Context: an optimization exercise on an open-source flow, tuned for small area, a short achievable clock period and few clock cycles per item. The choices shown serve that exercise and are no tape-out recipe. The RTL was checked by simulation tests, not by an equivalence proof against the original design. Power figures rest on the tool's default switching activity, not on a simulated workload.

Setup of 07-11:
## link_force_sequencer
module link_force_sequencer #(
  parameter int SIZE       = mi_pipeline_pkg::SIZE,
  parameter int ADDR_WIDTH = mi_pipeline_pkg::ADDR_WIDTH,
  parameter int LINK_WIDTH = mi_pipeline_pkg::LINK_WIDTH,
  parameter int K_WIDTH    = mi_pipeline_pkg::K_WIDTH,
  parameter int FRAC       = mi_pipeline_pkg::FRAC
) (
  input  logic                      clk,
  input  logic                      rst_n,
  input  logic                      start,
  input  logic [LINK_WIDTH:0]       n_links,
  input  logic                      cfg_we,
  input  logic [LINK_WIDTH-1:0]     cfg_addr,
  input  logic [ADDR_WIDTH-1:0]     cfg_mass_a,
  input  logic [ADDR_WIDTH-1:0]     cfg_mass_b,
  input  logic signed [K_WIDTH-1:0] cfg_k,
  output logic [ADDR_WIDTH-1:0]     r_addr_q1,
  output logic [ADDR_WIDTH-1:0]     r_addr_q2,
  input  logic signed [SIZE-1:0]    q1,
  input  logic signed [SIZE-1:0]    q2,
  output logic                      out_valid,
  input  logic                      out_ready,
  output logic [ADDR_WIDTH-1:0]     out_mass_a,
  output logic [ADDR_WIDTH-1:0]     out_mass_b,
  ...
Settings: LEC_CHECK=0, CAP_MARGIN=20, CORE_MARGIN=2, CORE_UTILIZATION=60, CTS_BUF_LIST=sky130_fd_sc_hd__clkbuf_8, SETUP_SLACK_MARGIN=4.5, SLEW_MARGIN=20; clock period 8.0 ns.
standard.sh (not shown) runs the stock make flow with config.mk's settings and CLKGATE_MAP_FILE= SYNTH_SCRIPT=/design/flow/synth_recipe.tcl, a recipe that flattens the netlist after the stock synthesis.
==> flow/flow/run.sh <==
#!/bin/bash
# The standard layout (standard.sh), with the port buffers that
# buffer_ports inserts made sky130_fd_sc_hd__buf_2 cells.
set -euo pipefail
bash standard.sh "BUFFER_PORTS_ARGS=-buffer_cell sky130_fd_sc_hd__buf_2" finish > standard_make.log 2>&1
Testbench counts of 07-11, summed over its fixed seeds: cycles 6,298, items 5,157.
## Diff of input files: 05-25 against 07-11
--- a/flow/design.v
+++ b/flow/design.v
@@ -17,17 +17,18 @@
   input  logic [LINK_WIDTH-1:0]       waddr,
   input  logic [ADDR_WIDTH-1:0]       wmass_a,
   input  logic [ADDR_WIDTH-1:0]       wmass_b,
   input  logic signed [K_WIDTH-1:0]   wk,
   input  logic [LINK_WIDTH-1:0]       raddr,
   output logic                        rvalid,
   output logic signed [K_WIDTH-1:0]   rk,
   input  logic [LINK_WIDTH-1:0]       paddr,
-  output logic [2*ADDR_WIDTH-1:0]     pmass
+  output logic [2*ADDR_WIDTH-1:0]     pmass,
+  output logic [2*ADDR_WIDTH-1:0]     pmass0
 );
   localparam int DEPTH = 1 << LINK_WIDTH;
   localparam int MW    = 2 * ADDR_WIDTH;
   logic [DEPTH-1:0]              vld;
   logic [DEPTH-1:0][MW-1:0]      m_ent;
   logic [DEPTH-1:0][K_WIDTH-1:0] k_ent;
   logic [DEPTH-1:0]              rsel;
   logic [DEPTH-1:0]              psel;
@@ -42,16 +43,17 @@
       if (we && waddr == e) begin
         m_ent[e] <= {wmass_a, wmass_b};
         k_ent[e] <= wk;
       end
     end
     assign rsel[e] = (raddr == e);
     assign psel[e] = (paddr == e);
   end
+  assign pmass0 = m_ent[0];
   always_comb begin
     rvalid = 1'b0;
     rk     = '0;
     pmass  = '0;
     for (int e = 0; e < DEPTH; e++) begin
       rvalid = rvalid | (rsel[e] & vld[e]);
       rk     = rk | ({K_WIDTH{rsel[e] & vld[e]}} & k_ent[e]);
       pmass  = pmass | ({MW{psel[e]}} & m_ent[e]);
@@ -90,28 +92,31 @@
   localparam int HW = PW - FRAC;            
   localparam int ND = K_WIDTH / 2;          
   localparam int LO = mi_pipeline_pkg::CS_LO;
   logic                  active;    
   logic                  zdone;     
   logic                  iss;       
   logic [LINK_WIDTH-1:0] idx;       
   logic [LINK_WIDTH-1:0] idx_d;
+  logic [LINK_WIDTH-1:0] pidx;
+  logic                  rsm;       
   logic [LINK_WIDTH-1:0] ntx;       
   logic [LINK_WIDTH-1:0] last;      
   logic                  olast;     
   logic                  stall;
   logic                  xfer;
   logic                  issue;
   logic                  fin;
   logic                  start_go;
   logic                  we;
   logic                         t_valid;
   logic        [K_WIDTH-1:0]    t_k;
   logic [2*ADDR_WIDTH-1:0]      t_m;
+  logic [2*ADDR_WIDTH-1:0]      t_m0;
   logic [2*ADDR_WIDTH-1:0]      pm;       
   logic [K_WIDTH:0] kx;
   logic [ND-1:0]    b_one;
   logic [ND-1:0]    b_two;
   logic [ND-1:0]    b_neg;
   logic                         s1_valid;
   logic        [SIZE:0]         s1_diff;
   logic [ND-1:0]                s1_one;
@@ -130,67 +135,73 @@
   logic [HW-1:0]          hi;
   logic [SIZE-1:0]        force_d;
   assign stall    = out_valid & ~out_ready;
   assign xfer     = out_valid & out_ready;
   assign fin      = out_ready & olast;
   assign done     = fin | zdone;
   assign busy     = active & ~fin;
   assign start_go = start & ~active & (n_links != '0);
-  assign issue    = start_go | iss;
+  assign issue    = start_go | (iss & ~rsm);
   assign we       = cfg_we & ~active;
   always_comb begin
     if (fin)
       idx_d = '0;
     else if (stall)
       idx_d = ntx + 1'b1;
     else if (issue)
       idx_d = idx + 1'b1;
     else
       idx_d = idx;
   end
+  assign pidx = active ? (iss & ~rsm ? idx + 1'b1 : idx) : LINK_WIDTH'(1);
   link_table #(
     .LINK_WIDTH (LINK_WIDTH),
     .ADDR_WIDTH (ADDR_WIDTH),
     .K_WIDTH    (K_WIDTH)
   ) u_table (
     .clk     (clk),
     .rst_n   (rst_n),
     .we      (we),
     .waddr   (cfg_addr),
     .wmass_a (cfg_mass_a),
     .wmass_b (cfg_mass_b),
     .wk      (cfg_k),
     .raddr   (idx),
     .rvalid  (t_valid),
     .rk      (t_k),
-    .paddr   (idx_d),
-    .pmass   (t_m)
+    .paddr   (pidx),
+    .pmass   (t_m),
+    .pmass0  (t_m0)
   );
   always_ff @(posedge clk) begin
     if (we && cfg_addr == idx_d)
       pm <= {cfg_mass_a, cfg_mass_b};
+    else if (idx_d == '0)
+      pm <= t_m0;
     else
       pm <= t_m;
   end
   assign {r_addr_q1, r_addr_q2} = pm;
   always_ff @(posedge clk or negedge rst_n) begin
     if (!rst_n) begin
       active   <= 1'b0;
       zdone    <= 1'b0;
       iss      <= 1'b0;
       idx      <= '0;
       ntx      <= '0;
       last     <= '0;
       olast    <= 1'b0;
+      rsm      <= 1'b0;
       s1_valid <= 1'b0;
       s2_valid <= 1'b0;
     end else begin
       zdone <= start & ~active & (n_links == '0);
       idx   <= idx_d;
+      rsm   <= stall;
       if (start_go) begin
         active <= 1'b1;
         last   <= LINK_WIDTH'(n_links - 1'b1);
       end else if (fin) begin
         active <= 1'b0;
       end
       if (!stall)
         olast <= s2_valid & ~fin & ((out_valid ? ntx + 1'b1 : ntx) == last);
## What came out
- 05-25 was carried through to the last stage, and its layout satisfied the timing, design-rule and antenna checks.
- Looking at core outline area, 05-25 sits about 2% above 07-11.
- Between 05-25 and 07-11, the difference in hold slack is negligible.
- pm[1]$_DFF_P_ as the end point of the critical path was reported by 07-11, and busy by 05-25.
- Delta (05-25 minus 07-11): detailed-route vias per instance held; final standard cell count with taps included and fillers excluded went up 48; worst setup slack shows an increase of 0.0093 ns.
- 05-25 vs. 07-11: global-route wire length before repair now sits lower; tightest slew margin relative to the limit rose 7.5 points; total power increased 7.0%; sequential cell count of the final layout essentially unchanged; number of inverters outside the clock class in the layout now sits lower.
- Summary of 05-25 over 07-11: combinational power up about 10%, pin count of the biggest net entering global routing up 39%, setup fix buffers added after clock tree synthesis went down 13.
- Looking at global-route usage, 05-25 sits below 07-11.
Testbench counts of 05-25, summed over its fixed seeds: cycles 6,298, items 5,157.

[separate check: timing with driven ports]
How much do the figures lean on ideal ports? The routed layouts below were timed once more, with nothing changed but the port constraints. Step 1: set_driving_cell puts a clkbuf_16 on clk and a buf_2 on each other input, an assumption about the parent block. Step 2 adds t to the input delays and takes it off the output delays; t is the mean of the earliest and latest rising clock arrival at the registers after step 1. Input paths then give back, and output paths get back, about the clock's delay inside the block. Three values: no drivers, after step 1, after step 2; two values: the first two.
| run | shift t [ns] | setup slack, ns | worst setup path at the end |
|---|---|---|---|
| 07-11 | 0.772 | 4.366 / 4.309 / 3.610 | input to register |
| 05-25 | 0.770 | 4.376 / 4.315 / 3.924 | input to register |
After both steps setup and hold are still met in every run listed. For 07-11, which loses most, drivers alone change the setup slack by -0.057 ns; drivers and shift together by -0.756 ns.
